Source: an optimization exercise on an open RTL-to-GDS flow (aim: small area and a short achievable clock period). Production flows keep margins and buffers that such runs may drop. Function was checked by simulation only, so behaviour that the tests miss may differ from the original. Power figures rest on the tool's default switching activity, not on a simulated workload.

===== flow/config.mk =====
export PLATFORM = sky130hd
export DESIGN_NAME = datapath_unit
export DESIGN_NICKNAME = datapath_unit
export VERILOG_FILES = /design/flow/design.v
export SDC_FILE = /design/flow/constraint.sdc
export NUM_CORES = 4
export LEC_CHECK = 0
export CAP_MARGIN = 20
export CELL_PAD_IN_SITES_DETAIL_PLACEMENT = 1
export CELL_PAD_IN_SITES_GLOBAL_PLACEMENT = 1
export CORE_MARGIN = 2
export CORE_UTILIZATION = 45
export CTS_CLUSTER_DIAMETER = 90
export CTS_CLUSTER_SIZE = 25
export SETUP_SLACK_MARGIN = 3.2
export SLEW_MARGIN = 20
export SYNTH_HIERARCHICAL = 1
export SYNTH_MINIMUM_KEEP_SIZE = 0
export TNS_END_PERCENT = 0

===== flow/constraint.sdc =====
create_clock -name core_clock -period 6.5 [get_ports {Clk}]
set_input_delay 1.3000 -clock core_clock [delete_from_list [all_inputs] [get_ports {Clk}]]
set_output_delay 1.3000 -clock core_clock [all_outputs]
set_load 0.01 [all_outputs]

===== flow/design.v =====
package datapath_pkg;
  localparam int DATA_W = 16;
  localparam int RF_AW  = 4;
  localparam int RAM_AW = 8;
  localparam logic [2:0] ALU_PASS = 3'd0;
  localparam logic [2:0] ALU_ADD  = 3'd1;
  localparam logic [2:0] ALU_SUB  = 3'd2;
  localparam logic [2:0] ALU_AND  = 3'd3;
  localparam logic [2:0] ALU_OR   = 3'd4;
  localparam logic [2:0] ALU_XOR  = 3'd5;
  localparam logic [2:0] ALU_NOT  = 3'd6;
  localparam logic [2:0] ALU_INC  = 3'd7;
endpackage
module dp_aoi222 (
  input  logic a0, b0, a1, b1, a2, b2,
  output logic y
);
  assign y = ~((a0 & b0) | (a1 & b1) | (a2 & b2));
endmodule
module dp_aoi22 (
  input  logic a0, b0, a1, b1,
  output logic y
);
  assign y = ~((a0 & b0) | (a1 & b1));
endmodule
module dp_ao222 (
  input  logic a0, b0, a1, b1, a2, b2,
  output logic y
);
  assign y = (a0 & b0) | (a1 & b1) | (a2 & b2);
endmodule
module dp_nand1 (
  input  logic a0,
  output logic y
);
  assign y = ~(a0);
endmodule
module dp_nor1 (
  input  logic a0,
  output logic y
);
  assign y = ~(a0);
endmodule
module dp_nand2 (
  input  logic a0, a1,
  output logic y
);
  assign y = ~(a0 & a1);
endmodule
module dp_nor2 (
  input  logic a0, a1,
  output logic y
);
  assign y = ~(a0 | a1);
endmodule
module dp_nand3 (
  input  logic a0, a1, a2,
  output logic y
);
  assign y = ~(a0 & a1 & a2);
endmodule
module dp_nor3 (
  input  logic a0, a1, a2,
  output logic y
);
  assign y = ~(a0 | a1 | a2);
endmodule
module dp_nand4 (
  input  logic a0, a1, a2, a3,
  output logic y
);
  assign y = ~(a0 & a1 & a2 & a3);
endmodule
module dp_nor4 (
  input  logic a0, a1, a2, a3,
  output logic y
);
  assign y = ~(a0 | a1 | a2 | a3);
endmodule
module dp_dec3 (
  input  logic [2:0] s,
  output logic [7:0] y
);
  always_comb begin
    for (int k = 0; k < 8; k++) y[k] = (s == 3'(k));
  end
endmodule
module dp_addsub16 #(
  parameter bit SUB = 1'b0
) (
  input  logic [15:0] a,
  input  logic [15:0] b,
  output logic [15:0] s
);
  logic [15:0]      bb, p0;
  logic [4:0][15:0] g, p;
  assign bb = SUB ? ~b : b;
  assign p0 = a ^ bb;
  assign p[0] = p0;
  assign g[0] = {a[15:1] & bb[15:1], SUB ? (a[0] | bb[0]) : (a[0] & bb[0])};
  for (genvar l = 0; l < 4; l++) begin : g_lvl
    for (genvar i = 0; i < 16; i++) begin : g_bit
      if (i >= (1 << l)) begin : g_op
        assign g[l+1][i] = g[l][i] | (p[l][i] & g[l][i - (1 << l)]);
        assign p[l+1][i] = p[l][i] & p[l][i - (1 << l)];
      end else begin : g_pass
        assign g[l+1][i] = g[l][i];
        assign p[l+1][i] = p[l][i];
      end
    end
  end
  assign s = p0 ^ {g[4][14:0], SUB};
endmodule
module dp_onehot_mux16 (
  input  logic [15:0] sel,
  input  logic [15:0] d,
  output logic y
);
  logic n0;
  dp_aoi222 u_n0 (.a0(sel[0]), .b0(d[0]), .a1(sel[1]), .b1(d[1]), .a2(sel[2]), .b2(d[2]), .y(n0));
  logic n1;
  dp_aoi222 u_n1 (.a0(sel[3]), .b0(d[3]), .a1(sel[4]), .b1(d[4]), .a2(sel[5]), .b2(d[5]), .y(n1));
  logic n2;
  dp_aoi222 u_n2 (.a0(sel[6]), .b0(d[6]), .a1(sel[7]), .b1(d[7]), .a2(sel[8]), .b2(d[8]), .y(n2));
  logic n3;
  dp_aoi222 u_n3 (.a0(sel[9]), .b0(d[9]), .a1(sel[10]), .b1(d[10]), .a2(sel[11]), .b2(d[11]), .y(n3));
  logic n4;
  dp_aoi222 u_n4 (.a0(sel[12]), .b0(d[12]), .a1(sel[13]), .b1(d[13]), .a2(sel[14]), .b2(d[14]), .y(n4));
  logic n5;
  dp_nand2 u_n5 (.a0(sel[15]), .a1(d[15]), .y(n5));
  logic t_l0_0;
  dp_nand3 u_t_l0_0 (.a0(n0), .a1(n1), .a2(n2), .y(t_l0_0));
  logic t_l0_1;
  dp_nand3 u_t_l0_1 (.a0(n3), .a1(n4), .a2(n5), .y(t_l0_1));
  logic t_l1_0;
  dp_nor2 u_t_l1_0 (.a0(t_l0_0), .a1(t_l0_1), .y(t_l1_0));
  assign y = ~t_l1_0;
endmodule
module dp_onehot_mux256 (
  input  logic [255:0] sel,
  input  logic [255:0] d,
  output logic y
);
  logic n0;
  dp_aoi222 u_n0 (.a0(sel[0]), .b0(d[0]), .a1(sel[1]), .b1(d[1]), .a2(sel[2]), .b2(d[2]), .y(n0));
  logic n1;
  dp_aoi222 u_n1 (.a0(sel[3]), .b0(d[3]), .a1(sel[4]), .b1(d[4]), .a2(sel[5]), .b2(d[5]), .y(n1));
  logic n2;
  dp_aoi222 u_n2 (.a0(sel[6]), .b0(d[6]), .a1(sel[7]), .b1(d[7]), .a2(sel[8]), .b2(d[8]), .y(n2));
  logic n3;
  dp_aoi222 u_n3 (.a0(sel[9]), .b0(d[9]), .a1(sel[10]), .b1(d[10]), .a2(sel[11]), .b2(d[11]), .y(n3));
  logic n4;
  dp_aoi222 u_n4 (.a0(sel[12]), .b0(d[12]), .a1(sel[13]), .b1(d[13]), .a2(sel[14]), .b2(d[14]), .y(n4));
  logic n5;
  dp_aoi222 u_n5 (.a0(sel[15]), .b0(d[15]), .a1(sel[16]), .b1(d[16]), .a2(sel[17]), .b2(d[17]), .y(n5));
  logic n6;
  dp_aoi222 u_n6 (.a0(sel[18]), .b0(d[18]), .a1(sel[19]), .b1(d[19]), .a2(sel[20]), .b2(d[20]), .y(n6));
  logic n7;
  dp_aoi222 u_n7 (.a0(sel[21]), .b0(d[21]), .a1(sel[22]), .b1(d[22]), .a2(sel[23]), .b2(d[23]), .y(n7));
  logic n8;
  dp_aoi222 u_n8 (.a0(sel[24]), .b0(d[24]), .a1(sel[25]), .b1(d[25]), .a2(sel[26]), .b2(d[26]), .y(n8));
  logic n9;
  dp_aoi222 u_n9 (.a0(sel[27]), .b0(d[27]), .a1(sel[28]), .b1(d[28]), .a2(sel[29]), .b2(d[29]), .y(n9));
  logic n10;
  dp_aoi222 u_n10 (.a0(sel[30]), .b0(d[30]), .a1(sel[31]), .b1(d[31]), .a2(sel[32]), .b2(d[32]), .y(n10));
  logic n11;
  dp_aoi222 u_n11 (.a0(sel[33]), .b0(d[33]), .a1(sel[34]), .b1(d[34]), .a2(sel[35]), .b2(d[35]), .y(n11));
  logic n12;
  dp_aoi222 u_n12 (.a0(sel[36]), .b0(d[36]), .a1(sel[37]), .b1(d[37]), .a2(sel[38]), .b2(d[38]), .y(n12));
  logic n13;
  dp_aoi222 u_n13 (.a0(sel[39]), .b0(d[39]), .a1(sel[40]), .b1(d[40]), .a2(sel[41]), .b2(d[41]), .y(n13));
  logic n14;
  dp_aoi222 u_n14 (.a0(sel[42]), .b0(d[42]), .a1(sel[43]), .b1(d[43]), .a2(sel[44]), .b2(d[44]), .y(n14));
  logic n15;
  dp_aoi222 u_n15 (.a0(sel[45]), .b0(d[45]), .a1(sel[46]), .b1(d[46]), .a2(sel[47]), .b2(d[47]), .y(n15));
  logic n16;
  dp_aoi222 u_n16 (.a0(sel[48]), .b0(d[48]), .a1(sel[49]), .b1(d[49]), .a2(sel[50]), .b2(d[50]), .y(n16));
  logic n17;
  dp_aoi222 u_n17 (.a0(sel[51]), .b0(d[51]), .a1(sel[52]), .b1(d[52]), .a2(sel[53]), .b2(d[53]), .y(n17));
  logic n18;
  dp_aoi222 u_n18 (.a0(sel[54]), .b0(d[54]), .a1(sel[55]), .b1(d[55]), .a2(sel[56]), .b2(d[56]), .y(n18));
  logic n19;
  dp_aoi222 u_n19 (.a0(sel[57]), .b0(d[57]), .a1(sel[58]), .b1(d[58]), .a2(sel[59]), .b2(d[59]), .y(n19));
  logic n20;
  dp_aoi222 u_n20 (.a0(sel[60]), .b0(d[60]), .a1(sel[61]), .b1(d[61]), .a2(sel[62]), .b2(d[62]), .y(n20));
  logic n21;
  dp_aoi222 u_n21 (.a0(sel[63]), .b0(d[63]), .a1(sel[64]), .b1(d[64]), .a2(sel[65]), .b2(d[65]), .y(n21));
  logic n22;
  dp_aoi222 u_n22 (.a0(sel[66]), .b0(d[66]), .a1(sel[67]), .b1(d[67]), .a2(sel[68]), .b2(d[68]), .y(n22));
  logic n23;
  dp_aoi222 u_n23 (.a0(sel[69]), .b0(d[69]), .a1(sel[70]), .b1(d[70]), .a2(sel[71]), .b2(d[71]), .y(n23));
  logic n24;
  dp_aoi222 u_n24 (.a0(sel[72]), .b0(d[72]), .a1(sel[73]), .b1(d[73]), .a2(sel[74]), .b2(d[74]), .y(n24));
  logic n25;
  dp_aoi222 u_n25 (.a0(sel[75]), .b0(d[75]), .a1(sel[76]), .b1(d[76]), .a2(sel[77]), .b2(d[77]), .y(n25));
  logic n26;
  dp_aoi222 u_n26 (.a0(sel[78]), .b0(d[78]), .a1(sel[79]), .b1(d[79]), .a2(sel[80]), .b2(d[80]), .y(n26));
  logic n27;
  dp_aoi222 u_n27 (.a0(sel[81]), .b0(d[81]), .a1(sel[82]), .b1(d[82]), .a2(sel[83]), .b2(d[83]), .y(n27));
  logic n28;
  dp_aoi222 u_n28 (.a0(sel[84]), .b0(d[84]), .a1(sel[85]), .b1(d[85]), .a2(sel[86]), .b2(d[86]), .y(n28));
  logic n29;
  dp_aoi222 u_n29 (.a0(sel[87]), .b0(d[87]), .a1(sel[88]), .b1(d[88]), .a2(sel[89]), .b2(d[89]), .y(n29));
  logic n30;
  dp_aoi222 u_n30 (.a0(sel[90]), .b0(d[90]), .a1(sel[91]), .b1(d[91]), .a2(sel[92]), .b2(d[92]), .y(n30));
  logic n31;
  dp_aoi222 u_n31 (.a0(sel[93]), .b0(d[93]), .a1(sel[94]), .b1(d[94]), .a2(sel[95]), .b2(d[95]), .y(n31));
  logic n32;
  dp_aoi222 u_n32 (.a0(sel[96]), .b0(d[96]), .a1(sel[97]), .b1(d[97]), .a2(sel[98]), .b2(d[98]), .y(n32));
  logic n33;
  dp_aoi222 u_n33 (.a0(sel[99]), .b0(d[99]), .a1(sel[100]), .b1(d[100]), .a2(sel[101]), .b2(d[101]), .y(n33));
  logic n34;
  dp_aoi222 u_n34 (.a0(sel[102]), .b0(d[102]), .a1(sel[103]), .b1(d[103]), .a2(sel[104]), .b2(d[104]), .y(n34));
  logic n35;
  dp_aoi222 u_n35 (.a0(sel[105]), .b0(d[105]), .a1(sel[106]), .b1(d[106]), .a2(sel[107]), .b2(d[107]), .y(n35));
  logic n36;
  dp_aoi222 u_n36 (.a0(sel[108]), .b0(d[108]), .a1(sel[109]), .b1(d[109]), .a2(sel[110]), .b2(d[110]), .y(n36));
  logic n37;
  dp_aoi222 u_n37 (.a0(sel[111]), .b0(d[111]), .a1(sel[112]), .b1(d[112]), .a2(sel[113]), .b2(d[113]), .y(n37));
  logic n38;
  dp_aoi222 u_n38 (.a0(sel[114]), .b0(d[114]), .a1(sel[115]), .b1(d[115]), .a2(sel[116]), .b2(d[116]), .y(n38));
  logic n39;
  dp_aoi222 u_n39 (.a0(sel[117]), .b0(d[117]), .a1(sel[118]), .b1(d[118]), .a2(sel[119]), .b2(d[119]), .y(n39));
  logic n40;
  dp_aoi222 u_n40 (.a0(sel[120]), .b0(d[120]), .a1(sel[121]), .b1(d[121]), .a2(sel[122]), .b2(d[122]), .y(n40));
  logic n41;
  dp_aoi222 u_n41 (.a0(sel[123]), .b0(d[123]), .a1(sel[124]), .b1(d[124]), .a2(sel[125]), .b2(d[125]), .y(n41));
  logic n42;
  dp_aoi222 u_n42 (.a0(sel[126]), .b0(d[126]), .a1(sel[127]), .b1(d[127]), .a2(sel[128]), .b2(d[128]), .y(n42));
  logic n43;
  dp_aoi222 u_n43 (.a0(sel[129]), .b0(d[129]), .a1(sel[130]), .b1(d[130]), .a2(sel[131]), .b2(d[131]), .y(n43));
  logic n44;
  dp_aoi222 u_n44 (.a0(sel[132]), .b0(d[132]), .a1(sel[133]), .b1(d[133]), .a2(sel[134]), .b2(d[134]), .y(n44));
  logic n45;
  dp_aoi222 u_n45 (.a0(sel[135]), .b0(d[135]), .a1(sel[136]), .b1(d[136]), .a2(sel[137]), .b2(d[137]), .y(n45));
  logic n46;
  dp_aoi222 u_n46 (.a0(sel[138]), .b0(d[138]), .a1(sel[139]), .b1(d[139]), .a2(sel[140]), .b2(d[140]), .y(n46));
  logic n47;
  dp_aoi222 u_n47 (.a0(sel[141]), .b0(d[141]), .a1(sel[142]), .b1(d[142]), .a2(sel[143]), .b2(d[143]), .y(n47));
  logic n48;
  dp_aoi222 u_n48 (.a0(sel[144]), .b0(d[144]), .a1(sel[145]), .b1(d[145]), .a2(sel[146]), .b2(d[146]), .y(n48));
  logic n49;
  dp_aoi222 u_n49 (.a0(sel[147]), .b0(d[147]), .a1(sel[148]), .b1(d[148]), .a2(sel[149]), .b2(d[149]), .y(n49));
  logic n50;
  dp_aoi222 u_n50 (.a0(sel[150]), .b0(d[150]), .a1(sel[151]), .b1(d[151]), .a2(sel[152]), .b2(d[152]), .y(n50));
  logic n51;
  dp_aoi222 u_n51 (.a0(sel[153]), .b0(d[153]), .a1(sel[154]), .b1(d[154]), .a2(sel[155]), .b2(d[155]), .y(n51));
  logic n52;
  dp_aoi222 u_n52 (.a0(sel[156]), .b0(d[156]), .a1(sel[157]), .b1(d[157]), .a2(sel[158]), .b2(d[158]), .y(n52));
  logic n53;
  dp_aoi222 u_n53 (.a0(sel[159]), .b0(d[159]), .a1(sel[160]), .b1(d[160]), .a2(sel[161]), .b2(d[161]), .y(n53));
  logic n54;
  dp_aoi222 u_n54 (.a0(sel[162]), .b0(d[162]), .a1(sel[163]), .b1(d[163]), .a2(sel[164]), .b2(d[164]), .y(n54));
  logic n55;
  dp_aoi222 u_n55 (.a0(sel[165]), .b0(d[165]), .a1(sel[166]), .b1(d[166]), .a2(sel[167]), .b2(d[167]), .y(n55));
  logic n56;
  dp_aoi222 u_n56 (.a0(sel[168]), .b0(d[168]), .a1(sel[169]), .b1(d[169]), .a2(sel[170]), .b2(d[170]), .y(n56));
  logic n57;
  dp_aoi222 u_n57 (.a0(sel[171]), .b0(d[171]), .a1(sel[172]), .b1(d[172]), .a2(sel[173]), .b2(d[173]), .y(n57));
  logic n58;
  dp_aoi222 u_n58 (.a0(sel[174]), .b0(d[174]), .a1(sel[175]), .b1(d[175]), .a2(sel[176]), .b2(d[176]), .y(n58));
  logic n59;
  dp_aoi222 u_n59 (.a0(sel[177]), .b0(d[177]), .a1(sel[178]), .b1(d[178]), .a2(sel[179]), .b2(d[179]), .y(n59));
  logic n60;
  dp_aoi222 u_n60 (.a0(sel[180]), .b0(d[180]), .a1(sel[181]), .b1(d[181]), .a2(sel[182]), .b2(d[182]), .y(n60));
  logic n61;
  dp_aoi222 u_n61 (.a0(sel[183]), .b0(d[183]), .a1(sel[184]), .b1(d[184]), .a2(sel[185]), .b2(d[185]), .y(n61));
  logic n62;
  dp_aoi222 u_n62 (.a0(sel[186]), .b0(d[186]), .a1(sel[187]), .b1(d[187]), .a2(sel[188]), .b2(d[188]), .y(n62));
  logic n63;
  dp_aoi222 u_n63 (.a0(sel[189]), .b0(d[189]), .a1(sel[190]), .b1(d[190]), .a2(sel[191]), .b2(d[191]), .y(n63));
  logic n64;
  dp_aoi222 u_n64 (.a0(sel[192]), .b0(d[192]), .a1(sel[193]), .b1(d[193]), .a2(sel[194]), .b2(d[194]), .y(n64));
  logic n65;
  dp_aoi222 u_n65 (.a0(sel[195]), .b0(d[195]), .a1(sel[196]), .b1(d[196]), .a2(sel[197]), .b2(d[197]), .y(n65));
  logic n66;
  dp_aoi222 u_n66 (.a0(sel[198]), .b0(d[198]), .a1(sel[199]), .b1(d[199]), .a2(sel[200]), .b2(d[200]), .y(n66));
  logic n67;
  dp_aoi222 u_n67 (.a0(sel[201]), .b0(d[201]), .a1(sel[202]), .b1(d[202]), .a2(sel[203]), .b2(d[203]), .y(n67));
  logic n68;
  dp_aoi222 u_n68 (.a0(sel[204]), .b0(d[204]), .a1(sel[205]), .b1(d[205]), .a2(sel[206]), .b2(d[206]), .y(n68));
  logic n69;
  dp_aoi222 u_n69 (.a0(sel[207]), .b0(d[207]), .a1(sel[208]), .b1(d[208]), .a2(sel[209]), .b2(d[209]), .y(n69));
  logic n70;
  dp_aoi222 u_n70 (.a0(sel[210]), .b0(d[210]), .a1(sel[211]), .b1(d[211]), .a2(sel[212]), .b2(d[212]), .y(n70));
  logic n71;
  dp_aoi222 u_n71 (.a0(sel[213]), .b0(d[213]), .a1(sel[214]), .b1(d[214]), .a2(sel[215]), .b2(d[215]), .y(n71));
  logic n72;
  dp_aoi222 u_n72 (.a0(sel[216]), .b0(d[216]), .a1(sel[217]), .b1(d[217]), .a2(sel[218]), .b2(d[218]), .y(n72));
  logic n73;
  dp_aoi222 u_n73 (.a0(sel[219]), .b0(d[219]), .a1(sel[220]), .b1(d[220]), .a2(sel[221]), .b2(d[221]), .y(n73));
  logic n74;
  dp_aoi222 u_n74 (.a0(sel[222]), .b0(d[222]), .a1(sel[223]), .b1(d[223]), .a2(sel[224]), .b2(d[224]), .y(n74));
  logic n75;
  dp_aoi222 u_n75 (.a0(sel[225]), .b0(d[225]), .a1(sel[226]), .b1(d[226]), .a2(sel[227]), .b2(d[227]), .y(n75));
  logic n76;
  dp_aoi222 u_n76 (.a0(sel[228]), .b0(d[228]), .a1(sel[229]), .b1(d[229]), .a2(sel[230]), .b2(d[230]), .y(n76));
  logic n77;
  dp_aoi222 u_n77 (.a0(sel[231]), .b0(d[231]), .a1(sel[232]), .b1(d[232]), .a2(sel[233]), .b2(d[233]), .y(n77));
  logic n78;
  dp_aoi222 u_n78 (.a0(sel[234]), .b0(d[234]), .a1(sel[235]), .b1(d[235]), .a2(sel[236]), .b2(d[236]), .y(n78));
  logic n79;
  dp_aoi222 u_n79 (.a0(sel[237]), .b0(d[237]), .a1(sel[238]), .b1(d[238]), .a2(sel[239]), .b2(d[239]), .y(n79));
  logic n80;
  dp_aoi222 u_n80 (.a0(sel[240]), .b0(d[240]), .a1(sel[241]), .b1(d[241]), .a2(sel[242]), .b2(d[242]), .y(n80));
  logic n81;
  dp_aoi222 u_n81 (.a0(sel[243]), .b0(d[243]), .a1(sel[244]), .b1(d[244]), .a2(sel[245]), .b2(d[245]), .y(n81));
  logic n82;
  dp_aoi222 u_n82 (.a0(sel[246]), .b0(d[246]), .a1(sel[247]), .b1(d[247]), .a2(sel[248]), .b2(d[248]), .y(n82));
  logic n83;
  dp_aoi222 u_n83 (.a0(sel[249]), .b0(d[249]), .a1(sel[250]), .b1(d[250]), .a2(sel[251]), .b2(d[251]), .y(n83));
  logic n84;
  dp_aoi222 u_n84 (.a0(sel[252]), .b0(d[252]), .a1(sel[253]), .b1(d[253]), .a2(sel[254]), .b2(d[254]), .y(n84));
  logic n85;
  dp_nand2 u_n85 (.a0(sel[255]), .a1(d[255]), .y(n85));
  logic t_l0_0;
  dp_nand3 u_t_l0_0 (.a0(n0), .a1(n1), .a2(n2), .y(t_l0_0));
  logic t_l0_1;
  dp_nand3 u_t_l0_1 (.a0(n3), .a1(n4), .a2(n5), .y(t_l0_1));
  logic t_l0_2;
  dp_nand3 u_t_l0_2 (.a0(n6), .a1(n7), .a2(n8), .y(t_l0_2));
  logic t_l0_3;
  dp_nand3 u_t_l0_3 (.a0(n9), .a1(n10), .a2(n11), .y(t_l0_3));
  logic t_l0_4;
  dp_nand3 u_t_l0_4 (.a0(n12), .a1(n13), .a2(n14), .y(t_l0_4));
  logic t_l0_5;
  dp_nand3 u_t_l0_5 (.a0(n15), .a1(n16), .a2(n17), .y(t_l0_5));
  logic t_l0_6;
  dp_nand3 u_t_l0_6 (.a0(n18), .a1(n19), .a2(n20), .y(t_l0_6));
  logic t_l0_7;
  dp_nand3 u_t_l0_7 (.a0(n21), .a1(n22), .a2(n23), .y(t_l0_7));
  logic t_l0_8;
  dp_nand3 u_t_l0_8 (.a0(n24), .a1(n25), .a2(n26), .y(t_l0_8));
  logic t_l0_9;
  dp_nand3 u_t_l0_9 (.a0(n27), .a1(n28), .a2(n29), .y(t_l0_9));
  logic t_l0_10;
  dp_nand3 u_t_l0_10 (.a0(n30), .a1(n31), .a2(n32), .y(t_l0_10));
  logic t_l0_11;
  dp_nand3 u_t_l0_11 (.a0(n33), .a1(n34), .a2(n35), .y(t_l0_11));
  logic t_l0_12;
  dp_nand3 u_t_l0_12 (.a0(n36), .a1(n37), .a2(n38), .y(t_l0_12));
  logic t_l0_13;
  dp_nand3 u_t_l0_13 (.a0(n39), .a1(n40), .a2(n41), .y(t_l0_13));
  logic t_l0_14;
  dp_nand3 u_t_l0_14 (.a0(n42), .a1(n43), .a2(n44), .y(t_l0_14));
  logic t_l0_15;
  dp_nand3 u_t_l0_15 (.a0(n45), .a1(n46), .a2(n47), .y(t_l0_15));
  logic t_l0_16;
  dp_nand3 u_t_l0_16 (.a0(n48), .a1(n49), .a2(n50), .y(t_l0_16));
  logic t_l0_17;
  dp_nand3 u_t_l0_17 (.a0(n51), .a1(n52), .a2(n53), .y(t_l0_17));
  logic t_l0_18;
  dp_nand3 u_t_l0_18 (.a0(n54), .a1(n55), .a2(n56), .y(t_l0_18));
  logic t_l0_19;
  dp_nand3 u_t_l0_19 (.a0(n57), .a1(n58), .a2(n59), .y(t_l0_19));
  logic t_l0_20;
  dp_nand3 u_t_l0_20 (.a0(n60), .a1(n61), .a2(n62), .y(t_l0_20));
  logic t_l0_21;
  dp_nand3 u_t_l0_21 (.a0(n63), .a1(n64), .a2(n65), .y(t_l0_21));
  logic t_l0_22;
  dp_nand3 u_t_l0_22 (.a0(n66), .a1(n67), .a2(n68), .y(t_l0_22));
  logic t_l0_23;
  dp_nand3 u_t_l0_23 (.a0(n69), .a1(n70), .a2(n71), .y(t_l0_23));
  logic t_l0_24;
  dp_nand3 u_t_l0_24 (.a0(n72), .a1(n73), .a2(n74), .y(t_l0_24));
  logic t_l0_25;
  dp_nand3 u_t_l0_25 (.a0(n75), .a1(n76), .a2(n77), .y(t_l0_25));
  logic t_l0_26;
  dp_nand3 u_t_l0_26 (.a0(n78), .a1(n79), .a2(n80), .y(t_l0_26));
  logic t_l0_27;
  dp_nand3 u_t_l0_27 (.a0(n81), .a1(n82), .a2(n83), .y(t_l0_27));
  logic t_l0_28;
  dp_nand2 u_t_l0_28 (.a0(n84), .a1(n85), .y(t_l0_28));
  logic t_l1_0;
  dp_nor2 u_t_l1_0 (.a0(t_l0_0), .a1(t_l0_1), .y(t_l1_0));
  logic t_l1_1;
  dp_nor2 u_t_l1_1 (.a0(t_l0_2), .a1(t_l0_3), .y(t_l1_1));
  logic t_l1_2;
  dp_nor2 u_t_l1_2 (.a0(t_l0_4), .a1(t_l0_5), .y(t_l1_2));
  logic t_l1_3;
  dp_nor2 u_t_l1_3 (.a0(t_l0_6), .a1(t_l0_7), .y(t_l1_3));
  logic t_l1_4;
  dp_nor2 u_t_l1_4 (.a0(t_l0_8), .a1(t_l0_9), .y(t_l1_4));
  logic t_l1_5;
  dp_nor2 u_t_l1_5 (.a0(t_l0_10), .a1(t_l0_11), .y(t_l1_5));
  logic t_l1_6;
  dp_nor2 u_t_l1_6 (.a0(t_l0_12), .a1(t_l0_13), .y(t_l1_6));
  logic t_l1_7;
  dp_nor2 u_t_l1_7 (.a0(t_l0_14), .a1(t_l0_15), .y(t_l1_7));
  logic t_l1_8;
  dp_nor2 u_t_l1_8 (.a0(t_l0_16), .a1(t_l0_17), .y(t_l1_8));
  logic t_l1_9;
  dp_nor2 u_t_l1_9 (.a0(t_l0_18), .a1(t_l0_19), .y(t_l1_9));
  logic t_l1_10;
  dp_nor2 u_t_l1_10 (.a0(t_l0_20), .a1(t_l0_21), .y(t_l1_10));
  logic t_l1_11;
  dp_nor2 u_t_l1_11 (.a0(t_l0_22), .a1(t_l0_23), .y(t_l1_11));
  logic t_l1_12;
  dp_nor2 u_t_l1_12 (.a0(t_l0_24), .a1(t_l0_25), .y(t_l1_12));
  logic t_l1_13;
  dp_nor2 u_t_l1_13 (.a0(t_l0_26), .a1(t_l0_27), .y(t_l1_13));
  logic t_l1_14;
  dp_nor1 u_t_l1_14 (.a0(t_l0_28), .y(t_l1_14));
  logic t_l2_0;
  dp_nand3 u_t_l2_0 (.a0(t_l1_0), .a1(t_l1_1), .a2(t_l1_2), .y(t_l2_0));
  logic t_l2_1;
  dp_nand3 u_t_l2_1 (.a0(t_l1_3), .a1(t_l1_4), .a2(t_l1_5), .y(t_l2_1));
  logic t_l2_2;
  dp_nand3 u_t_l2_2 (.a0(t_l1_6), .a1(t_l1_7), .a2(t_l1_8), .y(t_l2_2));
  logic t_l2_3;
  dp_nand3 u_t_l2_3 (.a0(t_l1_9), .a1(t_l1_10), .a2(t_l1_11), .y(t_l2_3));
  logic t_l2_4;
  dp_nand3 u_t_l2_4 (.a0(t_l1_12), .a1(t_l1_13), .a2(t_l1_14), .y(t_l2_4));
  logic t_l3_0;
  dp_nor2 u_t_l3_0 (.a0(t_l2_0), .a1(t_l2_1), .y(t_l3_0));
  logic t_l3_1;
  dp_nor2 u_t_l3_1 (.a0(t_l2_2), .a1(t_l2_3), .y(t_l3_1));
  logic t_l3_2;
  dp_nor1 u_t_l3_2 (.a0(t_l2_4), .y(t_l3_2));
  logic t_l4_0;
  dp_nand3 u_t_l4_0 (.a0(t_l3_0), .a1(t_l3_1), .a2(t_l3_2), .y(t_l4_0));
  assign y = t_l4_0;
endmodule
module datapath_unit #(
  parameter int DATA_W    = datapath_pkg::DATA_W,
  parameter int RF_DEPTH  = 1 << datapath_pkg::RF_AW,
  parameter int RAM_DEPTH = 1 << datapath_pkg::RAM_AW
) (
  input  logic                         Clk,
  input  logic                         Reset,
  input  logic [2:0]                   ALU_s,
  input  logic [$clog2(RAM_DEPTH)-1:0] D_addr,
  input  logic                         D_wr,
  input  logic [$clog2(RF_DEPTH)-1:0]  RF_Ra_addr,
  input  logic [$clog2(RF_DEPTH)-1:0]  RF_Rb_addr,
  input  logic                         RF_WenA,
  input  logic                         RF_WenB,
  output logic [DATA_W-1:0]            Ra_data,
  output logic [DATA_W-1:0]            Rb_data,
  output logic [DATA_W-1:0]            ALU_Out,
  output logic                         ALU_Z,
  output logic [DATA_W-1:0]            D_rdata
);
  localparam int RAM_AW = $clog2(RAM_DEPTH);
  localparam int RF_AW  = $clog2(RF_DEPTH);
  logic [RF_DEPTH-1:0][DATA_W-1:0] rf_q;
  logic [RF_DEPTH-1:0]             rf_valid;
  logic [RF_DEPTH-1:0]             rf_rd_a, rf_rd_b;
  logic [DATA_W-1:0]               ra_q, rb_q;
  logic [RF_DEPTH-1:0]             rf_sel_a, rf_sel_b;
  logic [DATA_W-1:0]               ra_next, rb_next;
  logic [DATA_W-1:0]               alu_out;
  logic [DATA_W-1:0]               d_rdata_q;
  always_comb begin
    for (int i = 0; i < RF_DEPTH; i++) begin
      rf_sel_a[i] = (RF_Ra_addr == RF_AW'(i));
      rf_sel_b[i] = (RF_Rb_addr == RF_AW'(i));
      rf_rd_a[i]  = rf_sel_a[i] && rf_valid[i];
      rf_rd_b[i]  = rf_sel_b[i] && rf_valid[i];
    end
  end
  for (genvar b = 0; b < DATA_W; b++) begin : g_rf_rd
    logic [RF_DEPTH-1:0] col;
    for (genvar i = 0; i < RF_DEPTH; i++) begin : g_col
      assign col[i] = rf_q[i][b];
    end
    dp_onehot_mux16 u_mux_a (.sel(rf_rd_a), .d(col), .y(ra_next[b]));
    dp_onehot_mux16 u_mux_b (.sel(rf_rd_b), .d(col), .y(rb_next[b]));
  end
  logic [RF_DEPTH-1:0]             rf_we_a, rf_we_b, rf_hold;
  logic [RF_DEPTH-1:0][DATA_W-1:0] rf_d;
  always_comb begin
    for (int i = 0; i < RF_DEPTH; i++) begin
      rf_we_a[i] = RF_WenA && rf_sel_a[i];
      rf_we_b[i] = RF_WenB && rf_sel_b[i] && !rf_we_a[i];
      rf_hold[i] = !(rf_we_a[i] || rf_we_b[i]);
    end
  end
  for (genvar i = 0; i < RF_DEPTH; i++) begin : g_rf_wr
    for (genvar b = 0; b < DATA_W; b++) begin : g_bit
      dp_ao222 u_wr (
        .a0 (rf_we_a[i]), .b0 (d_rdata_q[b]),
        .a1 (rf_we_b[i]), .b1 (alu_out[b]),
        .a2 (rf_hold[i]), .b2 (rf_q[i][b]),
        .y  (rf_d[i][b])
      );
    end
  end
  always_ff @(posedge Clk) begin
    rf_q <= rf_d;
  end
  always_ff @(posedge Clk or posedge Reset) begin
    if (Reset) begin
      rf_valid <= '0;
      ra_q     <= '0;
      rb_q     <= '0;
    end else begin
      rf_valid <= rf_valid | ~rf_hold;
      ra_q     <= ra_next;
      rb_q     <= rb_next;
    end
  end
  assign Ra_data = ra_q;
  assign Rb_data = rb_q;
  logic [DATA_W-1:0] sum_d, diff_d, inc_d;
  logic              z_pass_d, z_add_d, z_eq_d, z_and_d, z_or_d, z_ones_d;
  dp_addsub16 #(.SUB(1'b0)) u_add (.a(ra_next), .b(rb_next), .s(sum_d));
  dp_addsub16 #(.SUB(1'b1)) u_sub (.a(ra_next), .b(rb_next), .s(diff_d));
  assign inc_d    = ra_next + 1'b1;
  assign z_pass_d = ~|ra_next;
  assign z_add_d  = &((ra_next ^ rb_next) ~^ {ra_next[DATA_W-2:0] | rb_next[DATA_W-2:0], 1'b0});
  assign z_eq_d   = (ra_next == rb_next);
  assign z_and_d  = ~|(ra_next & rb_next);
  assign z_or_d   = ~|(ra_next | rb_next);
  assign z_ones_d = &ra_next;
  logic [DATA_W-1:0] sum_q, diff_q, inc_q, ram_wdn_q;
  logic              z_pass_q, z_add_q, z_eq_q, z_and_q, z_or_q, z_ones_q;
  always_ff @(posedge Clk or posedge Reset) begin
    if (Reset) begin
      sum_q    <= '0;
      diff_q   <= '0;
      inc_q    <= DATA_W'(1);
      ram_wdn_q <= '1;
      z_pass_q <= 1'b1;
      z_add_q  <= 1'b1;
      z_eq_q   <= 1'b1;
      z_and_q  <= 1'b1;
      z_or_q   <= 1'b1;
      z_ones_q <= 1'b0;
    end else begin
      sum_q    <= sum_d;
      diff_q   <= diff_d;
      inc_q    <= inc_d;
      ram_wdn_q <= ~ra_next;
      z_pass_q <= z_pass_d;
      z_add_q  <= z_add_d;
      z_eq_q   <= z_eq_d;
      z_and_q  <= z_and_d;
      z_or_q   <= z_or_d;
      z_ones_q <= z_ones_d;
    end
  end
  logic [3:0][7:0] op_q4;
  logic [7:0]      op_rf;
  for (genvar g = 0; g < 4; g++) begin : g_dec
    dp_dec3 u_dec (.s(ALU_s), .y(op_q4[g]));
  end
  dp_dec3 u_dec_rf (.s(ALU_s), .y(op_rf));
  logic [DATA_W-1:0] and_w, or_w, xor_w;
  assign and_w = ra_q & rb_q;
  assign or_w  = ra_q | rb_q;
  assign xor_w = ra_q ^ rb_q;
  logic [DATA_W-1:0] alu_port;
  for (genvar b = 0; b < DATA_W; b++) begin : g_alu
    logic [7:0] op;
    logic       p0, p1, p2, p3, n0, n1, n2;
    assign op = op_q4[b / 4];
    dp_aoi22 u_p0 (
      .a0 (op[datapath_pkg::ALU_PASS]), .b0 (ra_q[b]),
      .a1 (op[datapath_pkg::ALU_ADD]),  .b1 (sum_q[b]),
      .y  (p0)
    );
    dp_aoi22 u_p1 (
      .a0 (op[datapath_pkg::ALU_SUB]),  .b0 (diff_q[b]),
      .a1 (op[datapath_pkg::ALU_AND]),  .b1 (and_w[b]),
      .y  (p1)
    );
    dp_aoi22 u_p2 (
      .a0 (op[datapath_pkg::ALU_OR]),   .b0 (or_w[b]),
      .a1 (op[datapath_pkg::ALU_XOR]),  .b1 (xor_w[b]),
      .y  (p2)
    );
    dp_aoi22 u_p3 (
      .a0 (op[datapath_pkg::ALU_NOT]),  .b0 (~ra_q[b]),
      .a1 (op[datapath_pkg::ALU_INC]),  .b1 (inc_q[b]),
      .y  (p3)
    );
    assign alu_port[b] = ~(p0 & p1 & p2 & p3);
    dp_aoi222 u_m0 (
      .a0 (op_rf[datapath_pkg::ALU_PASS]), .b0 (ra_q[b]),
      .a1 (op_rf[datapath_pkg::ALU_ADD]),  .b1 (sum_q[b]),
      .a2 (op_rf[datapath_pkg::ALU_SUB]),  .b2 (diff_q[b]),
      .y  (n0)
    );
    dp_aoi222 u_m1 (
      .a0 (op_rf[datapath_pkg::ALU_AND]),  .b0 (and_w[b]),
      .a1 (op_rf[datapath_pkg::ALU_OR]),   .b1 (or_w[b]),
      .a2 (op_rf[datapath_pkg::ALU_XOR]),  .b2 (xor_w[b]),
      .y  (n1)
    );
    dp_aoi22 u_m2 (
      .a0 (op_rf[datapath_pkg::ALU_NOT]),  .b0 (~ra_q[b]),
      .a1 (op_rf[datapath_pkg::ALU_INC]),  .b1 (inc_q[b]),
      .y  (n2)
    );
    assign alu_out[b] = ~(n0 & n1 & n2);
  end
  logic zn0, zn1, zn2, zn3;
  dp_aoi22 u_z0 (
    .a0 (op_q4[0][datapath_pkg::ALU_PASS]), .b0 (z_pass_q),
    .a1 (op_q4[0][datapath_pkg::ALU_ADD]),  .b1 (z_add_q),
    .y  (zn0)
  );
  dp_aoi22 u_z1 (
    .a0 (op_q4[0][datapath_pkg::ALU_SUB]),  .b0 (z_eq_q),
    .a1 (op_q4[0][datapath_pkg::ALU_AND]),  .b1 (z_and_q),
    .y  (zn1)
  );
  dp_aoi22 u_z2 (
    .a0 (op_q4[0][datapath_pkg::ALU_OR]),   .b0 (z_or_q),
    .a1 (op_q4[0][datapath_pkg::ALU_XOR]),  .b1 (z_eq_q),
    .y  (zn2)
  );
  dp_aoi22 u_z3 (
    .a0 (op_q4[0][datapath_pkg::ALU_NOT]),  .b0 (z_ones_q),
    .a1 (op_q4[0][datapath_pkg::ALU_INC]),  .b1 (z_ones_q),
    .y  (zn3)
  );
  assign ALU_Z   = ~(zn0 & zn1 & zn2 & zn3);
  assign ALU_Out = alu_port;
  logic [RAM_DEPTH-1:0][DATA_W-1:0] ram_q;
  logic [RAM_DEPTH-1:0]             ram_sel;
  logic [DATA_W-1:0]                rd;
  always_comb begin
    for (int w = 0; w < RAM_DEPTH; w++) ram_sel[w] = (D_addr == RAM_AW'(w));
  end
  always_ff @(posedge Clk) begin
    for (int w = 0; w < RAM_DEPTH; w++)
      if (D_wr && !Reset && ram_sel[w]) ram_q[w] <= ~ram_wdn_q;
  end
  for (genvar b = 0; b < DATA_W; b++) begin : g_ram_rd
    logic [RAM_DEPTH-1:0] col;
    for (genvar w = 0; w < RAM_DEPTH; w++) begin : g_col
      assign col[w] = ram_q[w][b];
    end
    dp_onehot_mux256 u_mux (.sel(ram_sel), .d(col), .y(rd[b]));
  end
  always_ff @(posedge Clk or posedge Reset) begin
    if (Reset) d_rdata_q <= '0;
    else       d_rdata_q <= rd;
  end
  assign D_rdata = d_rdata_q;
endmodule

===== flow/run.sh =====
#!/bin/bash
# synth_recipe.tcl (not shown) runs the flow's synth.tcl, then flattens the netlist and writes it again
# the make line also repeats each setting of config.mk as NAME=value (left out here)
make -C /OpenROAD-flow-scripts/flow DESIGN_CONFIG=/design/flow/config.mk WORK_HOME=/design/flow/orfs CLKGATE_MAP_FILE= SYNTH_SCRIPT=/design/flow/synth_recipe.tcl finish

==> flow_summary_export.csv, run 1 <==
group,metric,value,unit
route,dr.pass1.iters,14,
timing,fin_tns_setup,0,ns
setup_path,critPathTopFamily,"simple AND/OR/NAND/NOR gates",
synthesis,seq_area_frac_synth,0.803,
setup_path,crit_buf_inv,4,
setup_path,critPathCaptureType,"flip-flop",
synthesis,synth_top_area_frac,0.751,
clock_tree,cts.clk_slew.worst_paths,0.10,ns
timing,final_max_slew_viol_count,0,
power_and_ir_drop,powerDensity,322,nW/um2
setup_path,max_stage_delay,0.45,ns
setup_path,crit_arrival,4.64,ns
setup_path,cp.required,7.32,ns
synthesis,synth_fp_nets,9105,
die,rows,221,
power_and_ir_drop,p_int,0.0429,W
setup_path,slowest_stage,"a222oi_1",
setup_path,critPathMaxFanout,9,
placement,hpwl,327000,um
route,routed_wl,525000,um
hold_path,hp-class,"reg2reg",
timing,rsz0062_at_grt,"true",
die,fp.dieW,607,um
global_route,grt_pass1_vias,98600,
die,dieArea,369000,um2
route,post_drt_wl_per_cell,35.4,um
power_and_ir_drop,power.switching,0.0164,W
clock_tree,clock_path_buffers,4,
clock_tree,cts_tree,"yes",
global_route,grt_start_max_net_pins,153,
clock_tree,clk_latency,0.99,ns
clock_tree,cts_buffers,208,
power_and_ir_drop,max-vdd-ir-drop,0.323,mV
synthesis,ys_async_sr_fraction,0.0297,
synthesis,ys.warnings.count,8,
timing,fin_crit_sh,0.587,
synthesis,netlist_instances,8983,
die,core,362000,um2
placement,dpl_cell_area,176000,um2
synthesis,synth_top_area_cell,"edfxtp_1",
finish,fin_cells,14800,
timing,fin_crit,3.81,ns
route,drt.antenna.violating_nets,0,
flow_run,max-cap-violations,0,
timing,slew_headroom,0.248,
power_and_ir_drop,total_leakage_power,61.0,nW
finish,fin_area,184000,um2
synthesis,synth-seq-cells,4485,
finish,most-common-layout-cells,"4,096 x edfxtp_1, 1,808 x a222oi_1, 734 x nor2_1, 712 x buf_4, 612 x nand3_1",
timing,timing.fmax,0.262,GHz
power_and_ir_drop,p_seq_frac,0.602,
global_route,grt_pass1_wl,743000,um
setup_path,cp_cell_sequence,"clkdlybuf4s15_2 > nor2_2 > nand3_4 > buf_4 > buf_12 > nor2_1 > buf_4 > a222oi_1 > nand3_1 > nor2_1 > nand3_2 > nor2_4 > nand3_1",
finish,areaGrowthSynthToFinish,12.4,%
die,ios,89,
synthesis,ys_top_cells_by_area,"edfxtp_1 75%, a222oi_1 11%, dfxtp_1 3.1%",
placement,place_inst,14400,
outcome,status,"no timing/DRC/antenna violations",
global_route,grt_usage,0.277,
synthesis,synth_cell_types,73,
global_route,antenna_found_initial,16,
power_and_ir_drop,swShare,0.276,
timing,setup_viol,0,
global_route,grt-ovfl-total,0,
route,drc,0,
route,via_per_inst,6.72,
synthesis,synth_area,164000,um2
setup_path,critPathLaunchType,"input pin",
die,start_util,0.452,
timing,tightest_slew,1.12,ns
clock_tree,htree_num_levels,4,
finish,fin_nets,10100,
clock_tree,cts_hold_buf,0,
power_and_ir_drop,p_clk_frac,0.253,
placement,port_buffers,88,
power_and_ir_drop,pwr-share-comb,0.145,
timing,hold_viol_final,0,
placement,place.gp.congestion,0.948,
die,die_y,607,um
synthesis,synth-edff-count,4096,
synthesis,avgSynthCellArea,18.2,um2
finish,drive_above_1_share,0.155,
clock_tree,cts.sinks,4485,
route,via_count,99500,
finish,final_common_cell,"edfxtp_1",
timing,fin_skew,0.0504,ns
clock_tree,cts_root_buffer,"clkbuf_16",
synthesis,synth_flop_cell,"edfxtp_1",
setup_path,critPathKind,"in2reg",
route,drt_iter0_markers,19000,
cell usage after synthesis, drive strengths merged, types with 39 or more instances:
cell type and instances:
buf 41, and3 39, nand3 656, a22oi 84
nor2 865, dfxtp 256, dfrtp 112, ha 96
a222oi 1808, clkbuf 57, inv 442, edfxtp 4096
nand2 112
metrics by stage:
| step | setup WS, ns | power (W) | hold WS (ns) | utilization |
|---|---|---|---|---|
| after detailed placement | 0.553 | 0.0445 | 0.472 | 0.485 |
| after CTS | 2.70 | 0.0594 | 0.508 | 0.506 |
| final | 2.69 | 0.0593 | 0.515 | 0.508 |
| after floorplan | 2.27 | 0.0403 | 0.445 | - |
| after global placement | 0.496 | 0.0441 | 0.472 | 0.485 |
| after global routing | 2.73 | 0.0610 | 0.537 | 0.508 |
flip-flops by register name (all words and copies together) (netlist names), 16 cells and up:
| name | count |
|---|---|
| d_rdata_q | 16 |
| diff_q | 16 |
| ra_q | 16 |
| ram_q | 4096 |
| ram_wdn_q | 16 |
| rb_q | 16 |
| rf_q | 256 |
| rf_valid | 16 |
| sum_q | 16 |
repair_timing:
| action | CTS | global route |
|---|---|---|
| resized for setup | 391 | 128 |
| cloned | 3 | 2 |
| setup endpoints to repair | 2695 | 312 |
| pin swaps | 83 | 91 |
| setup buffers | 60 | 23 |
Yosys stat by module (local to each module, per instance), a selection:
| module | cell area [um2] | cells inside | flops+latches | times used |
|---|---|---|---|---|
| dp_nand3 | 5.00 | 1 | 0 | 608 |
| dp_nand2 | 3.75 | 1 | 0 | 64 |
| dp_dec3 | 65.1 | 8 | 0 | 5 |
| dp_ao222 | 13.8 | 2 | 0 | 256 |
| dp_nor2 | 3.75 | 1 | 0 | 288 |
| dp_nor1 | 3.75 | 1 | 0 | 32 |
| dp_aoi22 | 12.5 | 1 | 0 | 84 |
| dp_aoi222 | 10.0 | 1 | 0 | 1552 |
| dp_onehot_mux16 | 3.75 | 1 | 0 | 32 |
| datapath_unit | 137000 | 5570 | 4485 | 1 |
metal layers:
layer	routed length, um	vias up	track usage	share of wire
li1	-	41200	-	-
met1	216000	52700	0.398	0.41
met2	249000	5016	0.449	0.48
met3	42700	650	0.0312	0.081
met4	16800	12	0.0768	0.032
met5	61	-	0	0.00012
power groups by stage:
stage               clock [W]  sequential (W)  combinational [W]
finish                 0.0150          0.0357            0.00861
CTS                    0.0153          0.0356            0.00843
global route           0.0161          0.0358            0.00914
global placement            0          0.0363            0.00784
detailed placement          0          0.0363            0.00820
floorplan                   0          0.0365            0.00385
layout make-up:
type	count	area (um2)
diodes	5	12.5
multi-input cells	3958	31800
well taps	4794	6000
clock buffers	252	5510
clock inverters	30	347
fillers	33100	178000
repair buffers	849	7070
flip-flops and latches	4485	131000
inverters	442	1800
final timing paths:
kind                       depth (start not counted)  slack, ns             startpoint                endpoint
setup / recovery                                  13       2.69              D_addr[3]  d_rdata_q[5]$_DFF_PP0_
hold / removal                                     1       0.52  rf_valid[8]$_DFF_PP0_   rf_valid[8]$_DFF_PP0_
setup reg to reg                                  10       3.00  rf_valid[3]$_DFF_PP0_       z_add_q$_DFF_PP1_
hold reg to reg                                    1       0.52  rf_valid[8]$_DFF_PP0_   rf_valid[8]$_DFF_PP0_
max in group asynchronous                          3       4.58                  Reset       ra_q[5]$_DFF_PP0_
min in group asynchronous                          3       1.05                  Reset      rb_q[14]$_DFF_PP0_
cell families after synthesis:
family          Yosys count  synth area share
flops                  4485             0.803
compound gates         1957             0.120
simple gates           1844            0.0532
buf+inv                 540            0.0133
fa+ha+maj                98           0.00758
xor+xnor                 56           0.00299
mux                       3          0.000183
==> run 2: changes to the inputs <==
--- a/flow/config.mk
+++ b/flow/config.mk
@@ -12,6 +12,7 @@
 export CORE_UTILIZATION = 45
 export CTS_CLUSTER_DIAMETER = 90
 export CTS_CLUSTER_SIZE = 25
+export GPL_TIMING_DRIVEN = 0
 export SETUP_SLACK_MARGIN = 3.2
 export SLEW_MARGIN = 20
 export SYNTH_HIERARCHICAL = 1
==> flow_summary_export.csv, run 2 <==
group,metric,value,unit
outcome,status,"no timing/DRC/antenna violations",
clock_tree,clk_latency,1.00,ns
synthesis,seq_area_frac_synth,0.803,
power_and_ir_drop,max-vdd-ir-drop,0.228,mV
timing,fin_crit,3.78,ns
placement,dp_slack,0.0729,ns
global_route,antenna_found_initial,13,
timing,timing.fmax,0.264,GHz
route,via_count,99500,
clock_tree,cts_hold_buf,0,
route,post_drt_wl_per_cell,36.7,um
die,dieArea,369000,um2
finish,largest_reg_flops,4096,
power_and_ir_drop,powerDensity,318,nW/um2
setup_path,critPathCaptureType,"flip-flop",
route,dr.pass1.iters,13,
synthesis,synth_top_area_frac,0.751,
finish,areaGrowthSynthToFinish,14.5,%
finish,drive_above_1_share,0.204,
finish,fin_area,188000,um2
timing,slew_headroom,0.220,
clock_tree,cts.clk_slew.worst_paths,0.10,ns
placement,place.gp.congestion,0.892,
clock_tree,cts.sinks,4485,
finish,final_common_cell,"edfxtp_1",
setup_path,r2r-start,"rf_valid[3]$_DFF_PP0_",
global_route,grt_usage,0.282,
placement,port_buffers,84,
die,die_y,607,um
setup_path,cp_cell_sequence,"buf_6 > nor2b_2 > buf_6 > nand2_4 > buf_4 > nor2_2 > a222oi_1 > nand3_1 > nor2_2 > nand3_4 > nor2_1 > nand3_4",
finish,top_regs,"ram_q (4096), rf_q (256)",
timing,hold_viol_final,0,
timing,whs,0.514,ns
flow_run,max-cap-violations,0,
clock_tree,cts_tree,"yes",
synthesis,synth_flop_cell,"edfxtp_1",
die,rows,221,
timing,tightest_slew,1.17,ns
timing,setup_viol,0,
placement,hpwl,348000,um
power_and_ir_drop,total_leakage_power,61.0,nW
setup_path,startpoint,"D_addr[4]",
route,via_per_inst,6.82,
setup_path,critPathLaunchType,"input pin",
synthesis,synth-edff-count,4096,
power_and_ir_drop,power,0.0596,W
synthesis,synthTopCellsByCount,"4,096 x edfxtp_1, 1,808 x a222oi_1, 853 x nor2_1",
die,start_util,0.452,
finish,regMostFlops,"ram_q",
setup_path,cp.required,7.31,ns
clock_tree,cts_buffers,208,
synthesis,synth_area,164000,um2
die,fp.dieW,607,um
global_route,grt_pass1_vias,98800,
timing,fin_tns_setup,0,ns
clock_tree,cts_root_buffer,"clkbuf_16",
setup_path,slowest_stage,"a222oi_1",
synthesis,synth-seq-cells,4485,
die,core,362000,um2
route,routed_wl,536000,um
synthesis,netlist_instances,8983,
setup_path,crit_arrival,4.59,ns
timing,fin_skew,0.0635,ns
timing,setup_slack,2.72,ns
route,drt_iter0_markers,19200,
route,drt.antenna.violating_nets,0,
setup_path,critPathKind,"in2reg",
route,drc,0,
synthesis,ys_top_cells_by_area,"edfxtp_1 75%, a222oi_1 11%, dfxtp_1 3.1%",
synthesis,yosysMostFrequentCell,"edfxtp_1",
global_route,grt-ovfl-total,0,
clock_tree,clock_path_buffers,4,
synthesis,synth_top_area_cell,"edfxtp_1",
synthesis,ys_async_sr_fraction,0.0297,
setup_path,critPathMaxFanout,16,
finish,fin_nets,9861,
hold_path,hp-class,"reg2reg",
synthesis,ys.warnings.count,8,
setup_path,max_stage_delay,0.62,ns
clock_tree,htree_num_levels,4,
placement,dpl_cell_area,177000,um2
timing,rsz0062_at_grt,"true",
synthesis,avgSynthCellArea,18.2,um2
timing,final_max_slew_viol_count,0,
timing,fin_crit_sh,0.582,
setup_path,crit_buf_inv,3,
global_route,grt_start_max_net_pins,121,
synthesis,synth_fp_nets,9105,
setup_path,critPathTopFamily,"simple AND/OR/NAND/NOR gates",
synthesis,synth_cell_types,73,
global_route,grt_pass1_wl,751000,um
die,ios,89,
hold_path,min_from,"rf_valid[10]$_DFF_PP0_",
finish,most-common-layout-cells,"4,096 x edfxtp_1, 1,808 x a222oi_1, 559 x nand3_1, 511 x nor2_2, 388 x inv_1",
[run 2: layer usage]
metal / track usage / up-vias / wire length (um)
li1: - / 40900 / -
met1: 0.388 / 52900 / 212000
met2: 0.458 / 5011 / 256000
met3: 0.0408 / 784 / 44500
met4: 0.102 / 10 / 23100
met5: 0 / - / 73
[run 2: final cells by class]
| cell class | count | area (um2) |
|---|---|---|
| Antenna cell | 7 | 17.5 |
| Buffer | 98 | 1070 |
| Clock buffer | 233 | 5450 |
| Clock inverter | 30 | 284 |
| Fill cell | 32600 | 175000 |
| Inverter | 442 | 1820 |
| Multi-Input combinational cell | 3965 | 34400 |
| Sequential cell | 4485 | 132000 |
| Tap cell | 4794 | 6000 |
| Timing Repair Buffer | 539 | 6930 |
[run 2: stage by stage]
| step | util | cells |
|---|---|---|
| 2_1_floorplan | - | 8983 |
| 3_3_place_gp | 0.471 | 13900 |
| 3_5_place_dp | 0.488 | 14200 |
| 4_1_cts | 0.516 | 14600 |
| 5_1_grt | 0.518 | 14600 |
| 6_report | 0.518 | 14600 |
[run 2: logic make-up after synthesis]
family	share of synthesized area
flops	0.803
simple gates	0.0532
compound gates	0.120
buf+inv	0.0133
xor+xnor	0.00299
fa+ha+maj	0.00758
mux	0.000183
[run 2: what timing repair did]
item                        CTS  global route
resized for setup           908           100
pin swaps                   268           117
setup endpoints to repair  3508          2088
gates cloned                 12             0
buffers inserted            105            35
[run 2: final timing paths]
| kind | to | slack [ns] | cells after the start |
|---|---|---|---|
| hold reg to reg | rf_valid[10]$_DFF_PP0_ | 0.51 | 1 |
| hold / removal | rf_valid[10]$_DFF_PP0_ | 0.51 | 1 |
| max in group asynchronous | z_or_q$_DFF_PP1_ | 4.69 | 4 |
| setup reg to reg | diff_q[12]$_DFF_PP0_ | 2.84 | 14 |
| setup / recovery | d_rdata_q[2]$_DFF_PP0_ | 2.72 | 12 |
| min in group asynchronous | sum_q[10]$_DFF_PP0_ | 0.89 | 2 |
[run 2: modules after synthesis (local to each module, per instance), a selection]
module / cells inside / cell area (um2) / times used
dp_nor1: 1 / 3.75 / 32
dp_aoi222: 1 / 10.0 / 1552
dp_aoi22: 1 / 12.5 / 84
dp_nand2: 1 / 3.75 / 64
datapath_unit: 5570 / 137000 / 1
dp_onehot_mux16: 1 / 3.75 / 32
dp_nand3: 1 / 5.00 / 608
dp_dec3: 8 / 65.1 / 5
dp_nor2: 1 / 3.75 / 288
dp_ao222: 2 / 13.8 / 256
[run 2: power by group]
| group | switching [W] | internal, W |
|---|---|---|
| Clock | 0.00893 | 0.00604 |
| Sequential | 0.000928 | 0.0347 |
| Combinational | 0.00654 | 0.00247 |
| Total | 0.0164 | 0.0432 |
==> run 3: changes to the inputs <==
--- a/flow/config.mk
+++ b/flow/config.mk
@@ -12,9 +12,8 @@
 export CORE_UTILIZATION = 45
 export CTS_CLUSTER_DIAMETER = 90
 export CTS_CLUSTER_SIZE = 25
-export GPL_TIMING_DRIVEN = 0
 export SETUP_SLACK_MARGIN = 3.2
 export SLEW_MARGIN = 20
 export SYNTH_HIERARCHICAL = 1
 export SYNTH_MINIMUM_KEEP_SIZE = 0
-export TNS_END_PERCENT = 0
+export TNS_END_PERCENT = 5
==> flow_summary_export.csv, run 3 <==
group,metric,value,unit
outcome,status,"no timing/DRC/antenna violations",
power_and_ir_drop,power,0.0597,W
synthesis,synth_top_area_cell,"edfxtp_1",
placement,place.gp.congestion,0.859,
setup_path,regToRegSetupSlack,2.96,ns
route,drt.antenna.violating_nets,0,
die,core,362000,um2
setup_path,crit_arrival,2.41,ns
timing,tightest_slew,1.20,ns
setup_path,timing.rr.end,"sum_q[15]$_DFF_PP0_",
global_route,grt-ovfl-total,0,
synthesis,synth_flop_cell,"edfxtp_1",
hold_path,hold-path-cell-count,1,
clock_tree,clock_path_buffers,4,
synthesis,ys_top_cells_by_area,"edfxtp_1 75%, a222oi_1 11%, dfxtp_1 3.1%",
hold_path,hold_end,"rf_valid[15]$_DFF_PP0_",
synthesis,synth_fp_nets,9105,
synthesis,synth_area,164000,um2
power_and_ir_drop,powerDensity,319,nW/um2
placement,dp_slack,0.389,ns
route,routed_wl,532000,um
synthesis,yosysMostFrequentCell,"edfxtp_1",
timing,hold_viol_final,0,
die,ios,89,
setup_path,critPathKind,"in2out",
finish,regMostFlops,"ram_q",
finish,fin_nets,10200,
synthesis,synth-seq-cells,4485,
setup_path,max_stage_delay,0.17,ns
power_and_ir_drop,total_leakage_power,62.2,nW
finish,drive_above_1_share,0.185,
setup_path,slowest_stage,"buf_2",
setup_path,crit_buf_inv,5,
die,dieArea,369000,um2
route,via_count,101000,
clock_tree,cts.sinks,4485,
setup_path,critPathTopFamily,"buffers and inverters",
flow_run,max-cap-violations,0,
die,rows,221,
setup_path,critPathCaptureType,"primary output",
timing,setup_slack,2.79,ns
setup_path,ff2ff_path_depth,13,
route,drt_iter0_markers,19800,
global_route,grt_usage,0.280,
synthesis,synth-edff-count,4096,
route,dr.pass1.iters,13,
hold_path,hp-class,"reg2reg",
timing,rsz0062_at_grt,"true",
finish,largest_reg_flops,4096,
setup_path,critPathLaunchType,"input pin",
clock_tree,clk_latency,1.01,ns
timing,final_max_slew_viol_count,0,
global_route,grt_start_max_net_pins,182,
setup_path,cp.required,5.20,ns
setup_path,r2r-start,"rf_valid[3]$_DFF_PP0_",
synthesis,seq_area_frac_synth,0.803,
synthesis,ys.warnings.count,8,
clock_tree,cts_root_buffer,"clkbuf_16",
die,start_util,0.452,
global_route,antenna_found_initial,12,
setup_path,cp_cell_sequence,"buf_16 > buf_12 > buf_4 > nor3b_4 > buf_6 > a22oi_2 > nand4_1 > buf_2",
synthesis,synth_cell_types,73,
die,fp.dieW,607,um
route,drc,0,
timing,fin_crit_sh,0.571,
synthesis,avgSynthCellArea,18.2,um2
clock_tree,htree_num_levels,4,
timing,slew_headroom,0.201,
global_route,grt_pass1_vias,100000,
timing,fin_crit,3.71,ns
timing,setup_viol,0,
die,die_y,607,um
timing,fin_tns_setup,0,ns
synthesis,ys_async_sr_fraction,0.0297,
route,via_per_inst,6.74,
finish,areaGrowthSynthToFinish,14.2,%
finish,top_regs,"ram_q (4096), rf_q (256)",
hold_path,min_from,"rf_valid[15]$_DFF_PP0_",
placement,port_buffers,88,
placement,dpl_cell_area,176000,um2
setup_path,critPathMaxFanout,5,
timing,timing.fmax,0.269,GHz
finish,fin_area,187000,um2
timing,fin_skew,0.0633,ns
clock_tree,cts_tree,"yes",
finish,final_common_cell,"edfxtp_1",
power_and_ir_drop,max-vdd-ir-drop,0.373,mV
clock_tree,cts.clk_slew.worst_paths,0.09,ns
global_route,grt_pass1_wl,754000,um
clock_tree,cts_buffers,208,
synthesis,synth_top_area_frac,0.751,
synthesis,netlist_instances,8983,
clock_tree,cts_hold_buf,0,
route,post_drt_wl_per_cell,35.5,um
synthesis,synthTopCellsByCount,"4,096 x edfxtp_1, 1,808 x a222oi_1, 853 x nor2_1",
placement,hpwl,322000,um
finish,most-common-layout-cells,"4,096 x edfxtp_1, 1,808 x a222oi_1, 779 x buf_4, 657 x nor2_1, 595 x nand3_1",
run 3: cells by family (layout without fill, tap and decap cells):
group | Yosys count | count (layout) | share of synthesized area
buffers and inverters | 540 | 1729 | 0.0133
multiplexers | 3 | 3 | 0.000183
flip-flops | 4485 | 4485 | 0.803
AND/OR/NAND/NOR | 1844 | 1851 | 0.0532
XOR/XNOR | 56 | 56 | 0.00299
AO/OA/AOI/OAI | 1957 | 1957 | 0.120
adder cells (fa/ha/maj) | 98 | 98 | 0.00758
other | 0 | 6 | 0
run 3: cell type report:
| cell class | count | area [um2] |
|---|---|---|
| Sequential cell | 4485 | 132000 |
| Inverter | 442 | 1820 |
| Timing Repair Buffer | 987 | 8840 |
| Antenna cell | 6 | 15.0 |
| Tap cell | 4794 | 6000 |
| Clock buffer | 271 | 5510 |
| Multi-Input combinational cell | 3965 | 33000 |
| Fill cell | 33100 | 175000 |
| Clock inverter | 29 | 338 |
run 3: modules after synthesis, one instance, submodules excluded, excerpt:
module | flops+latches | cells | area, um2 | times used
dp_ao222 | 0 | 2 | 13.8 | 256
dp_aoi22 | 0 | 1 | 12.5 | 84
dp_dec3 | 0 | 8 | 65.1 | 5
dp_nand3 | 0 | 1 | 5.00 | 608
dp_nor1 | 0 | 1 | 3.75 | 32
dp_nor2 | 0 | 1 | 3.75 | 288
run 3: worst max path at each step:
stage | cells past startpoint | from | slack, ns | end
after floorplan | 1 | ram_wdn_q[8]$_DFF_PP1_ | 2.66 | ram_q[1000]$_DFFE_PP_
after global placement | 12 | D_addr[2] | 0.14 | d_rdata_q[12]$_DFF_PP0_
after detailed placement | 14 | D_addr[5] | 0.39 | d_rdata_q[3]$_DFF_PP0_
after CTS | 8 | ALU_s[0] | 2.80 | ALU_Z
after global routing | 8 | ALU_s[0] | 2.75 | ALU_Out[0]
final | 8 | ALU_s[0] | 2.79 | ALU_Out[13]
run 3: power by group:
part,total [W],leakage (nW),internal [W],switching (W)
sequential,0.0356,41.2,0.0348,0.000839
clock,0.0151,2.84,0.00609,0.00898
combinational,0.00900,18.1,0.00245,0.00655
total,0.0597,62.2,0.0433,0.0164
run 3: worst register-to-register path, stage by stage (launching register included):
cell	delay, ns
dfrtp_1	0.49
and3_4	0.26
buf_4	0.17
a222oi_1	0.50
nand3_1	0.24
nor2_1	0.18
inv_2	0.13
buf_4	0.19
ha_4	0.28
a21oi_4	0.20
o21ai_1	0.17
a221o_1	0.39
a21oi_2	0.14
xnor2_1	0.13
run 3: timing repair:
item / 4_1_cts / 5_1_grt
gates resized for setup: 730 / 60
endpoints found under the setup margin: 2453 / 880
cloned: 18 / 0
buffers inserted: 233 / 29
pin swaps: 234 / 73
run 3: layer usage:
layer / vias to the layer above / share of wire / track usage
li1: 41500 / - / -
met1: 53600 / 0.40 / 0.401
met2: 5208 / 0.48 / 0.459
met3: 613 / 0.086 / 0.0310
met4: 2 / 0.029 / 0.0719
met5: - / 0.000024 / 0
run 3: through the flow:
step	hold slack (ns)	instances	utilization
6_report	0.519	15000	0.516
2_1_floorplan	0.444	8983	-
3_3_place_gp	0.480	14400	0.486
3_5_place_dp	0.495	14400	0.486
5_1_grt	0.539	15000	0.516
4_1_cts	0.518	14900	0.515
==> run 4: changes to the inputs <==
--- a/flow/config.mk
+++ b/flow/config.mk
@@ -16,4 +16,4 @@
 export SLEW_MARGIN = 20
 export SYNTH_HIERARCHICAL = 1
 export SYNTH_MINIMUM_KEEP_SIZE = 0
-export TNS_END_PERCENT = 5
+export TNS_END_PERCENT = 15
==> flow_summary_export.csv, run 4 <==
group,metric,value,unit
synthesis,synth_top_area_frac,0.751,
timing,fin_crit,3.76,ns
timing,fin_tns_setup,0,ns
setup_path,max_stage_delay,0.52,ns
finish,final_common_cell,"edfxtp_1",
finish,multiInputGateArea,32800,um2
route,drt_iter0_markers,20200,
power_and_ir_drop,power.switching,0.0166,W
die,dieArea,369000,um2
setup_path,ff2ff_path_depth,13,
finish,regArea,132000,um2
global_route,grt_use_met1,0.411,
outcome,status,"no timing/DRC/antenna violations",
setup_path,critPathKind,"in2reg",
power_and_ir_drop,p_clk_frac,0.254,
setup_path,cp.required,7.41,ns
clock_tree,cts_tree,"yes",
hold_path,min_from,"rf_valid[15]$_DFF_PP0_",
power_and_ir_drop,p_int,0.0435,W
setup_path,worst-path-stages,14,
clock_tree,clk_latency,1.01,ns
placement,dpl_cell_area,176000,um2
clock_tree,cts_root_buffer,"clkbuf_16",
finish,largest_reg_flops,4096,
power_and_ir_drop,total_leakage_power,62.3,nW
setup_path,critPathMaxFanout,8,
clock_tree,cts.clk_slew.worst_paths,0.10,ns
global_route,grt_pass1_vias,100000,
synthesis,synth_area,164000,um2
global_route,grt_start_max_net_pins,188,
route,drc,0,
synthesis,avgSynthCellArea,18.2,um2
power_and_ir_drop,powerDensity,321,nW/um2
timing,setup_viol,0,
[run 4: Yosys stat by module (local to each module, per instance), a selection]
module / area, um2 / times used / cells inside / flops+latches
dp_ao222: 13.8 / 256 / 2 / 0
dp_nand2: 3.75 / 64 / 1 / 0
dp_nand3: 5.00 / 608 / 1 / 0
dp_aoi22: 12.5 / 84 / 1 / 0
dp_nor1: 3.75 / 32 / 1 / 0
dp_onehot_mux16: 3.75 / 32 / 1 / 0
dp_dec3: 65.1 / 5 / 8 / 0
datapath_unit: 137000 / 1 / 5570 / 4485
dp_aoi222: 10.0 / 1552 / 1 / 0
dp_nor2: 3.75 / 288 / 1 / 0
[run 4: cell families after synthesis]
kind of cell	Yosys count	share of synthesized area
XOR/XNOR	56	0.00299
multiplexers	3	0.000183
AO/OA/AOI/OAI	1957	0.120
AND/OR/NAND/NOR	1844	0.0532
flip-flops	4485	0.803
adder cells (fa/ha/maj)	98	0.00758
buffers and inverters	540	0.0133
[run 4: how the worst min path moves through the flow]
stage / to / slack, ns / cells past startpoint
after floorplan: rf_valid[15]$_DFF_PP0_ / 0.44 / 1
after global placement: rf_valid[15]$_DFF_PP0_ / 0.48 / 1
after detailed placement: rf_valid[15]$_DFF_PP0_ / 0.49 / 1
after CTS: rf_q[230]$_DFF_P_ / 0.52 / 2
after global routing: rf_q[219]$_DFF_P_ / 0.54 / 2
final: rf_valid[15]$_DFF_PP0_ / 0.52 / 1
[run 4: power groups by stage]
stage | clock (W) | combinational (W) | sequential (W)
floorplan | 0 | 0.00412 | 0.0364
global placement | 0 | 0.00791 | 0.0362
detailed placement | 0 | 0.00830 | 0.0362
CTS | 0.0155 | 0.00908 | 0.0355
global route | 0.0163 | 0.00976 | 0.0356
finish | 0.0152 | 0.00924 | 0.0356
[run 4: per-stage QoR]
step	std cells	power, W	hold slack, ns	worst slack, ns	utilization
floorplan	8983	0.0405	0.444	2.68	-
global placement	14400	0.0441	0.475	0.411	0.487
detailed placement	14400	0.0445	0.491	0.404	0.487
CTS	15000	0.0601	0.520	2.81	0.516
global route	15000	0.0616	0.541	2.75	0.517
finish	15000	0.0600	0.519	2.74	0.517
[run 4: repair_timing]
action                                  4_1_cts  5_1_grt
resized for setup                           752       14
hold buffers                                  0        0
cloned                                       21        0
pin swaps                                   296       43
endpoints found under the setup margin     2815      112
endpoints found under the hold margin         0        0
setup buffers                               203       10
[run 4: worst register-to-register path, stage by stage (launching register included)]
cell and delay, ns:
dfrtp_1 0.53, and3_4 0.30, buf_12 0.15, a222oi_1 0.44, nand3_1 0.33, nor2_1 0.25
inv_2 0.08, buf_6 0.16, clkinvlp_4 0.10, ha_1 0.26, xor2_1 0.23, nand4_1 0.17
nor4_4 0.48, buf_4 0.20
[run 4: layer usage]
layer  wire length, um  vias to the layer above
met4             17300                        6
met5                40                        -
met1            221000                    54000
met3             47400                      643
li1                  -                    41500
met2            260000                     5345
[run 4: layout make-up]
type,count,share of cell area
sequential,4485,0.703
multi-input combinational,3964,0.175
timing repair buffer,971,0.0478
tap,4794,0.0321
clock buffer,290,0.0301
inverter,442,0.00976
clock inverter,28,0.00189
antenna,6,0.0000802

Setup slack of run 4, layout unchanged: 2.739 ns with ideal ports, 2.588 ns with driving cells assumed (clock clkbuf_16, inputs buf_2), 1.719 ns with port delays also shifted by the 1.079 ns mid clock arrival.
